Source: an optimization exercise on an open RTL-to-GDS flow (aim: small area, a short achievable clock period and few clock cycles per item). Production flows keep margins and buffers that such runs may drop. Function was checked by simulation only, so behaviour that the tests miss may differ from the original.

### flow/config.mk
export PLATFORM = sky130hd
export DESIGN_NAME = stochastic_calcium_cluster_step
export DESIGN_NICKNAME = stochastic_calcium_cluster_step
export VERILOG_FILES = /design/flow/design.v
export SDC_FILE = /design/flow/constraint.sdc
export NUM_CORES = 4
export LEC_CHECK = 0
export CAP_MARGIN = 20
export CORE_MARGIN = 2
export CORE_UTILIZATION = 40
export PLACE_DENSITY = 0.6
export SLEW_MARGIN = 20
### flow/constraint.sdc
create_clock -name core_clock -period 11.0 [get_ports {clock}]
set_input_delay 2.2000 -clock core_clock [delete_from_list [all_inputs] [get_ports {clock}]]
set_output_delay 2.2000 -clock core_clock [all_outputs]
set_load 0.01 [all_outputs]
### flow/design.v
`timescale 1ns / 1ps
package scs_pkg;
   localparam int NUM_CLUSTERS_DEF = 10;
   localparam int MAX_CHANNELS_DEF = 15;
   localparam int REQ_DATA_W = 40;
   localparam int RSP_DATA_W = 40;
   localparam int CSR_DATA_W = 24;
   localparam int CSR_IDX_W  = 3;
   localparam logic [CSR_IDX_W-1:0] REG_OPEN_SCALE = 3'd0;
   localparam logic [CSR_IDX_W-1:0] REG_REFR_PROB  = 3'd1;
   localparam logic [CSR_IDX_W-1:0] REG_CLOSE_PROB = 3'd2;
   localparam logic [CSR_IDX_W-1:0] REG_REFR_NUM   = 3'd3;
   localparam logic [CSR_IDX_W-1:0] REG_CA_REST    = 3'd4;
   localparam logic [CSR_IDX_W-1:0] REG_CA_THRESH  = 3'd5;
   localparam logic [CSR_IDX_W-1:0] REG_LEAK       = 3'd6;
   localparam logic [CSR_IDX_W-1:0] REG_PUFF       = 3'd7;
   localparam logic [23:0] OPEN_SCALE_RST = 24'd16777;
   localparam logic [23:0] REFR_PROB_RST  = 24'd335544;
   localparam logic [23:0] CLOSE_PROB_RST = 24'd838861;
   localparam logic [3:0]  REFR_NUM_RST   = 4'd3;
   localparam logic [23:0] CA_REST_RST    = 24'd13107;
   localparam logic [23:0] CA_THRESH_RST  = 24'd32768;
   localparam logic [23:0] LEAK_RST       = 24'd16777;
   localparam logic [23:0] PUFF_RST       = 24'd655;
   localparam logic [5:0] DIV_STEPS = 6'd42;
   typedef enum logic [3:0] {
      ST_IDLE, ST_UPDATE, ST_LEAK, ST_SUM, ST_SQUARE, ST_CUBE,
      ST_DIV_LOAD, ST_DIV, ST_SCALE, ST_EMIT
   } state_type;
   typedef struct packed {
      logic capture;
      logic update;
      logic leak;
      logic sum;
      logic square;
      logic cube;
      logic div_load;
      logic div_step;
      logic scale;
      logic emit;
   } cmd_type;
   typedef struct packed {
      logic last_item;
      logic div_last;
      logic rsp_full;
   } sts_type;
endpackage
`timescale 1ns / 1ps
module stochastic_calcium_cluster_step #(
   parameter int NUM_CLUSTERS = scs_pkg::NUM_CLUSTERS_DEF,
   parameter int MAX_CHANNELS = scs_pkg::MAX_CHANNELS_DEF
) (
   input  logic                            clock,
   input  logic                            reset,
   input  logic                            req_tvalid,
   output logic                            req_tready,
   input  logic [scs_pkg::REQ_DATA_W-1:0]  req_tdata,
   input  logic                            req_tlast,
   output logic                            rsp_tvalid,
   input  logic                            rsp_tready,
   output logic [scs_pkg::RSP_DATA_W-1:0]  rsp_tdata,
   output logic                            rsp_tuser,
   input  logic                            csr_we,
   input  logic [scs_pkg::CSR_IDX_W-1:0]   csr_index,
   input  logic [scs_pkg::CSR_DATA_W-1:0]  csr_wdata
);
   localparam int NC = 10;    
   localparam int NP = 2;     
   localparam logic [23:0] P_RST = 24'd133;    
   logic [23:0] os_q, refr_q, close_q, rest_q, thr_q, lk_q, puff_q;
   logic [3:0]  rnum_q;
   logic        base_ok;
   logic        cap_v, cap_ok, cap_last;
   logic [23:0] cap_r;
   logic [3:0]  cap_d, cap_i;
   logic [4:0]    cs [NC];
   logic [NC-1:0] pendc;
   logic [NP-1:0] pv;
   logic [3:0]    pidx [NP];
   logic [23:0]   pr [NP];
   logic [3:0]    pd [NP];
   logic [7:0]    tot_q;
   logic [23:0]   p_q;
   logic          p_ok;
   typedef enum logic [3:0] {
      S_IDLE, S_LK1, S_LK2, S_LK3, S_CA, S_SQ, S_CB, S_DV, S_SC, S_EW
   } st_t;
   st_t st;
   logic [23:0] ca_q, cn_q, mag_q, m_q;
   logic        neg_q, spk_q, bcalc_q, dv_first;
   logic [25:0] base_q;
   logic [40:0] x_q, r_q;
   logic [23:0] qf_q;
   logic [2:0]  cnt_q;
   logic [7:0]  tsn_q;
   logic        rsp_v;
   logic [7:0]  rsp_open;
   logic [23:0] rsp_ca;
   logic        rsp_spk;
   logic [4:0] s_old, s_new;
   logic       s_zero, s_neg;
   logic       blk_pend, to_pool, proceed, upd, launch;
   logic [3:0] draw_v, nref;
   always_comb begin
      s_old    = cs[cap_i < 4'(NC) ? cap_i : 4'd0];
      s_zero   = s_old == 5'd0;
      s_neg    = s_old[4];
      blk_pend = cap_ok & pendc[cap_i < 4'(NC) ? cap_i : 4'd0];
      to_pool  = cap_ok & s_zero & ~p_ok;
      proceed  = cap_v & ~blk_pend & ~(to_pool & (&pv))
                 & ~(cap_last & ~(p_ok & (st == S_IDLE)));
      upd      = proceed & cap_ok;
      launch   = proceed & cap_last;
      draw_v   = (cap_d == 4'd0) ? 4'd1 : cap_d;
      nref     = (rnum_q == 4'd0) ? 4'd1 : rnum_q;
      s_new    = s_old;
      if (s_neg) begin
         if (cap_r < refr_q) s_new = s_old + 5'd1;
      end else if (s_zero) begin
         if (p_ok && cap_r < p_q) s_new = {1'b0, draw_v};
      end else if (cap_r < close_q) begin
         s_new = (s_old == 5'd1) ? (5'd1 - {1'b0, nref}) : (s_old - 5'd1);
      end
   end
   assign req_tready = ~cap_v | proceed;
   always_ff @(posedge clock) begin
      if (reset) cap_v <= 1'b0;
      else if (req_tready) cap_v <= req_tvalid;
   end
   always_ff @(posedge clock) begin
      if (req_tready) begin
         cap_r    <= req_tdata[23:0];
         cap_d    <= req_tdata[27:24];
         cap_i    <= req_tdata[31:28];
         cap_ok   <= req_tdata[33:28] < 6'(NC);
         cap_last <= req_tlast;
      end
   end
   logic [NP-1:0] res_hit;
   logic [3:0]    res_dv [NP];
   always_comb begin
      for (int j = 0; j < NP; j++) begin
         res_hit[j] = p_ok & pv[j] & (pr[j] < p_q);
         res_dv[j]  = (pd[j] == 4'd0) ? 4'd1 : pd[j];
      end
   end
   logic [NP-1:0] slot;
   always_comb begin
      slot = '0;
      for (int j = NP - 1; j >= 0; j--) if (!pv[j]) begin
         slot    = '0;
         slot[j] = 1'b1;
      end
   end
   function automatic logic [3:0] pos4(input logic [4:0] v);
      pos4 = (!v[4] && v != 5'd0) ? v[3:0] : 4'd0;
   endfunction
   logic [7:0] tot_n;
   always_comb begin
      tot_n = tot_q;
      if (upd) tot_n = tot_n - 8'(pos4(s_old)) + 8'(pos4(s_new));
      for (int j = 0; j < NP; j++) if (res_hit[j]) tot_n = tot_n + 8'(res_dv[j]);
   end
   always_ff @(posedge clock) begin
      if (reset) begin
         for (int i = 0; i < NC; i++) cs[i] <= 5'd0;
         pendc <= '0;
         pv    <= '0;
         tot_q <= 8'd0;
      end else begin
         tot_q <= tot_n;
         for (int i = 0; i < NC; i++) begin
            if (upd && cap_i == 4'(i) && !to_pool) cs[i] <= s_new;
            for (int j = 0; j < NP; j++)
               if (res_hit[j] && pidx[j] == 4'(i)) cs[i] <= {1'b0, res_dv[j]};
         end
         if (p_ok) begin
            pv    <= '0;
            pendc <= '0;
         end else if (upd && to_pool) begin
            pv <= pv | slot;
            for (int i = 0; i < NC; i++) if (cap_i == 4'(i)) pendc[i] <= 1'b1;
         end
      end
   end
   always_ff @(posedge clock) begin
      for (int j = 0; j < NP; j++) begin
         if (upd && to_pool && slot[j]) begin
            pidx[j] <= cap_i;
            pr[j]   <= cap_r;
            pd[j]   <= cap_d;
         end
      end
   end
   always_ff @(posedge clock) begin
      if (reset) begin
         os_q    <= scs_pkg::OPEN_SCALE_RST;
         refr_q  <= scs_pkg::REFR_PROB_RST;
         close_q <= scs_pkg::CLOSE_PROB_RST;
         rnum_q  <= scs_pkg::REFR_NUM_RST;
         rest_q  <= scs_pkg::CA_REST_RST;
         thr_q   <= scs_pkg::CA_THRESH_RST;
         lk_q    <= scs_pkg::LEAK_RST;
         puff_q  <= scs_pkg::PUFF_RST;
      end else if (csr_we) begin
         case (csr_index)
            3'd0: os_q    <= csr_wdata;
            3'd1: refr_q  <= csr_wdata;
            3'd2: close_q <= csr_wdata;
            3'd3: rnum_q  <= csr_wdata[3:0];
            3'd4: rest_q  <= csr_wdata;
            3'd5: thr_q   <= csr_wdata;
            3'd6: lk_q    <= csr_wdata;
            default: puff_q <= csr_wdata;
         endcase
      end
   end
   logic [31:0] ma;
   logic [23:0] mb;
   logic [57:0] mc, mres;
   always_comb begin
      case (st)
         S_CA: begin
            ma = {24'd0, tsn_q};
            mb = puff_q;
            mc = {{32{base_q[25]}}, base_q};
         end
         S_SQ: begin
            ma = {8'd0, cn_q};
            mb = cn_q;
            mc = '0;
         end
         S_CB: begin
            ma = x_q[31:0];
            mb = cn_q;
            mc = 58'd1 << 32;
         end
         S_SC: begin
            ma = {8'd0, os_q};
            mb = ~qf_q;
            mc = '0;
         end
         default: begin
            ma = {8'd0, mag_q};
            mb = lk_q;
            mc = 58'd1 << 23;
         end
      endcase
      mres = ma * mb + mc;
   end
   logic [40:0] dv_r;
   logic [23:0] dv_q;
   logic [2:0]  dv_left;
   logic [41:0] dv_t;
   logic [42:0] dv_d;
   always_comb begin
      if (dv_first) begin
         if (|x_q[40:32]) begin
            dv_r = 41'(36'hF_FFFF_FFFF >> 4);   
            dv_left = 3'd2;
         end else if (|x_q[31:28]) begin
            dv_r = 41'((41'd1 << 28) - 41'd1);
            dv_left = 3'd3;
         end else if (|x_q[27:24]) begin
            dv_r = 41'((41'd1 << 24) - 41'd1);
            dv_left = 3'd4;
         end else if (|x_q[23:20]) begin
            dv_r = 41'((41'd1 << 20) - 41'd1);
            dv_left = 3'd5;
         end else begin
            dv_r = 41'((41'd1 << 16) - 41'd1);
            dv_left = 3'd6;
         end
         dv_q = '0;
      end else begin
         dv_r    = r_q;
         dv_q    = qf_q;
         dv_left = cnt_q;
      end
      for (int k = 0; k < 4; k++) begin
         dv_t = {dv_r, 1'b1};
         dv_d = {1'b0, dv_t} - {2'b0, x_q};
         if (!dv_d[42]) dv_r = dv_d[40:0];
         else           dv_r = dv_t[40:0];
         dv_q = {dv_q[22:0], ~dv_d[42]};
      end
   end
   logic        emit;
   logic [24:0] dca;
   logic        cl_neg, cl_over;
   assign emit    = (st == S_SC || st == S_EW) && (!rsp_v || rsp_tready);
   assign dca     = {1'b0, ca_q} - {1'b0, rest_q};
   assign cl_neg  = mres[57];
   assign cl_over = |mres[56:24];
   always_ff @(posedge clock) begin
      if (reset) begin
         st      <= S_IDLE;
         p_q     <= P_RST;
         p_ok    <= 1'b1;
         ca_q    <= scs_pkg::CA_REST_RST;
         base_q  <= 26'(scs_pkg::CA_REST_RST);
         base_ok <= 1'b1;
         bcalc_q <= 1'b0;
         dv_first <= 1'b0;
      end else begin
         if (csr_we && (csr_index == 3'd4 || csr_index == 3'd6)) base_ok <= 1'b0;
         bcalc_q  <= 1'b0;
         dv_first <= 1'b0;
         if (bcalc_q) begin
            base_q  <= neg_q ? 26'({2'b0, ca_q} + {2'b0, m_q}) : 26'({2'b0, ca_q} - {2'b0, m_q});
            base_ok <= 1'b1;
         end
         case (st)
            S_IDLE: if (launch) begin
               p_ok  <= 1'b0;
               tsn_q <= tot_n;
               st   <= base_ok ? S_CA : S_LK1;
            end
            S_LK1: begin
               neg_q <= dca[24];
               mag_q <= dca[24] ? 24'(-dca) : dca[23:0];
               st    <= S_LK2;
            end
            S_LK2: begin
               m_q     <= mres[47:24];
               bcalc_q <= 1'b1;
               st      <= S_LK3;
            end
            S_LK3: st <= S_CA;
            S_CA: begin
               cn_q  <= cl_neg ? 24'd0 : (cl_over ? 24'hFF_FFFF : mres[23:0]);
               st    <= S_SQ;
            end
            S_SQ: begin
               x_q   <= 41'(mres[47:16]);
               spk_q <= cn_q >= thr_q;
               ca_q  <= (cn_q >= thr_q) ? rest_q : cn_q;
               st    <= S_CB;
            end
            S_CB: begin
               x_q      <= mres[56:16];
               neg_q    <= dca[24];
               mag_q    <= dca[24] ? 24'(-dca) : dca[23:0];
               dv_first <= 1'b1;
               st       <= S_DV;
            end
            S_DV: begin
               if (dv_first) begin
                  m_q     <= mres[47:24];
                  bcalc_q <= 1'b1;
               end
               r_q   <= dv_r;
               qf_q  <= dv_q;
               cnt_q <= dv_left - 3'd1;
               if (dv_left == 3'd1) st <= S_SC;
            end
            S_SC: begin
               p_q  <= mres[47:24];
               p_ok <= 1'b1;
               st   <= emit ? S_IDLE : S_EW;
            end
            S_EW: if (emit) st <= S_IDLE;
            default: st <= S_IDLE;
         endcase
      end
   end
   always_ff @(posedge clock) begin
      if (reset)          rsp_v <= 1'b0;
      else if (emit)      rsp_v <= 1'b1;
      else if (rsp_tready) rsp_v <= 1'b0;
   end
   always_ff @(posedge clock) begin
      if (emit) begin
         rsp_open <= tsn_q;
         rsp_ca   <= ca_q;
         rsp_spk  <= spk_q;
      end
   end
   assign rsp_tvalid = rsp_v;
   assign rsp_tdata  = {6'd0, rsp_ca, 2'd0, rsp_open};
   assign rsp_tuser  = rsp_spk;
endmodule
### flow/run.sh
#!/bin/bash
# synth_recipe.tcl (not shown) runs the flow's synth.tcl, then flattens the netlist and writes it again
# the make line also repeats each setting of config.mk as NAME=value (left out here)
make -C /OpenROAD-flow-scripts/flow DESIGN_CONFIG=/design/flow/config.mk WORK_HOME=/design/flow/orfs CLKGATE_MAP_FILE= SYNTH_SCRIPT=/design/flow/synth_recipe.tcl finish
==> insert_results.sql <==
INSERT INTO impl_metrics (metric_group, metric, value, unit) VALUES
('outcome', 'outcome', 'finished with violations', ''),
('outcome', 'check.faults', 'negative setup slack', ''),
('synth', 'post_synth_mux_area_share', '0.0268', ''),
('cts', 'clock_tree.buffer_depth', '3', ''),
('critical_path', 'worst_path_dominant_cell_family', 'compound AO/OA/AOI/OAI gates', ''),
('cts', 'tritoncts', 'yes', ''),
('critical_path', 'cp-end-kind', 'flip-flop', ''),
('synth', 'synth_cell_type_count', '106', ''),
('critical_path', 'critical_path.max_stage_delay', '450', 'ps'),
('layout', 'syn2layout_area_growth', '19.1', '%'),
('route', 'route.detailed.wl_per_inst', '22.2', 'microns'),
('layout', 'layout-drive-gt1-share', '0.151', ''),
('synth', 'syn_avg_cell_area', '8.61', 'sq um'),
('timing', 'relSlewSlack', '0.267', ''),
('floorplan', 'fp.dieW', '424', 'microns'),
('synth', 'post_synth_main_area_contributors', 'fa_1 21%, edfxtp_1 14%, ha_1 10%, dfxtp_1 9.3%, nand2_1 6.8%', ''),
('critical_path', 'worstPathBufferInverterCount', '11', ''),
('placement', 'postPlaceCellArea', '0.0801', 'sq mm'),
('synth', 'synthAdderAreaFrac', '0.310', ''),
('timing', 'fin_ws', '-1670', 'ps'),
('floorplan', 'floorplan.rows', '154', ''),
('synth', 'synth_async_sr_flop_share', '0', ''),
('critical_path', 'critPathLaunch', 'x_q[40]', ''),
('synth', 'synth_enable_flop_cells', '322', ''),
('synth', 'syn_inst_count', '8175', ''),
('layout', 'layout.filler_cells', '16800', ''),
('timing', 'setup-violations-final', '42', ''),
('cts', 'clock-sinks', '648', ''),
('critical_path', 'cp_slowest_cell', 'a2111o_1', ''),
('cts', 'cts_htree_levels', '3', ''),
('cts', 'worstSkewPairLatency', '710', 'ps'),
('global_route', 'grt_remaining_overflow', '0', ''),
('critical_path', 'r2r_start', 'x_q[40]', ''),
('timing', 'clock-skew-final', '93.8', 'ps'),
('timing', 'finalCriticalPeriod', '12670', 'ps'),
('critical_path', 'critical_path_arrival', '13070', 'ps'),
('synth', 'postSynth.topFlopCell', 'dfxtp_1', ''),
('route', 'number_of_detailed_route_iterations_in_the_first_pass', '7', ''),
('critical_path', 'type_of_the_worst_setup_path', 'flip-flop to flip-flop', ''),
('synth', 'synth_compound_area_frac', '0.151', ''),
('route', 'detailedRoute.firstIterationViolations', '5833', ''),
('timing', 'timing_worst_slew_pin_value', '1090', 'ps'),
('timing', 'rsz_0062_raised_after_global_routing', 'yes', ''),
('route', 'drt_drc_violations_left', '0', ''),
('placement', 'dp.final_hpwl', '201', 'mm'),
('floorplan', 'core_area', '0.176', 'sq mm'),
('flow_run', 'maxCapViolations', '0', ''),
('timing', 'fin_hold_viols', '0', ''),
('layout', 'fin_nets', '10300', ''),
('synth', 'fraction_of_post_synthesis_cell_area_in_the_top_cell_type_by_area', '0.207', ''),
('critical_path', 'required', '11400', 'ps'),
('floorplan', 'start_util', '0.401', ''),
('critical_path', 'timing.critical_path.depth', '58', ''),
('layout', 'stdcell_area', '0.0839', 'sq mm'),
('route', 'totalWireLength', '251', 'mm'),
('synth', 'ys_ff_latch', '648', ''),
('synth', 'ys.warnings.count', '6', ''),
('placement', 'place.port_buffers', '101', ''),
('synth', 'synth.yosys.seq_area_share', '0.230', ''),
('min_path', 'hold_path.startpoint', 'spk_q', ''),
('synth', 'synth_top_family_by_area', 'adder cells', ''),
('layout', 'multi_input_area', '0.0499', 'sq mm'),
('global_route', 'pin_count_of_the_biggest_net_entering_global_routing', '80', '');
==> routing by layer <==
layer,global-route usage,part of all wire
met2,0.430,0.44
met4,0.127,0.051
met3,0.0404,0.082
met5,0,0.00010
met1,0.378,0.43
==> state kept, by name, indices dropped and copies added (netlist names), 26 cells and up <==
| name | cells |
|---|---|
| pr | 48 |
| base_q | 26 |
| x_q | 41 |
| r_q | 41 |
| cs | 50 |
==> logic make-up after synthesis <==
logic type / Yosys count
and+or+nand+nor: 2716
buffers and inverters: 1447
adders and majority gates: 1307
DFF: 648
muxes: 165
AOI/OAI and AO/OA: 1639
xor gates and xnor gates: 252
other: 1
==> cells in the final DEF, fill, tap and decap left out, types with 158 or more instances in the layout <==
cell type  count
a21o_1       190
a21oi_1      497
nor2_1       599
fa_1         727
edfxtp_1     322
buf_4        884
ha_1         550
xnor2_1      158
dfxtp_1      324
inv_1       1034
nand2_1     1269
o21ai_0      250
==> metrics by stage <==
step,std cells,util,setup WS (ps),TNS (ps)
after CTS,11300,0.475,-1650,-67300
after global routing,11300,0.478,-2130,-87610
after global placement,11100,0.456,-1930,-79820
final,11300,0.478,-1670,-67870
after floorplan,8182,-,-483,-18770
after detailed placement,11100,0.457,-2000,-82800
==> cell type report <==
cell class	count	area share
multi-input combinational	6087	0.595
sequential	648	0.193
timing repair buffer	1020	0.0986
inverter	1041	0.0468
tap	2340	0.0349
clock buffer	98	0.0249
clock inverter	44	0.00619
antenna	7	0.000209
==> synthesized netlist by cell type, drive strengths merged, types with 15 or more instances <==
cell type	instances
nand2	1270
inv	1038
fa	727
nor2	615
ha	580
a21oi	531
dfxtp	326
clkbuf	323
edfxtp	322
o21ai	286
a21o	190
xnor2	159
nand3	143
nor3	125
mux2	113
and2	94
xor2	93
nand4	87
buf	83
nor2b	82
nand2b	78
o211ai	77
a31oi	75
o21a	65
a211oi	58
and3	56
mux2i	49
o21bai	49
and4	35
or3	32
or2	28
a22oi	27
a221oi	25
o31ai	24
nor4	21
a2111oi	20
o2111ai	19
a211o	17
a21boi	17
a311oi	15
o22ai	15
==> path summary, 6_finish.rpt <==
path,end,slack (ps)
setup / recovery,r_q[4],-1670
hold / removal,rsp_spk,450
setup reg to reg,r_q[4],-1670
hold reg to reg,rsp_spk,450
==> what timing repair did <==
| action | in CTS | in global routing |
|---|---|---|
| buffers inserted | 29 | 15 |
| cloned | 2 | 0 |
| pin swaps | 46 | 52 |
| hold buffers | 0 | 0 |
| endpoints found under the setup margin | 42 | 66 |
| gates resized for setup | 79 | 57 |
Testbench counts, summed over its fixed seeds: cycles 3,604, steps 320.

[afterwards: timing with drivers on the ports]
Ports are ideal in the flow. The routed layout listed here was re-timed in OpenROAD.
Step 1 (the two cells are an assumption about what drives the block):
set clk [get_ports {clock}]
set_driving_cell -lib_cell sky130_fd_sc_hd__clkbuf_16 $clk
set_driving_cell -lib_cell sky130_fd_sc_hd__buf_2 [delete_from_list [all_inputs] $clk]
Step 2 also shifts input and output timing later by t, the mid clock arrival at the registers, as if the neighbouring blocks saw the same clock.
Slacks: ideal ports / drivers / drivers and shift; pairs: ideal ports / drivers.
t (ns): 0.738
slack for setup (ns): -1.667 / -1.667 / -1.667
hold WS [ns]: 0.445 / 0.445 / 0.445
The setup slack of this run moves by 0.000 ns with the drivers and by 0.000 ns with both steps.
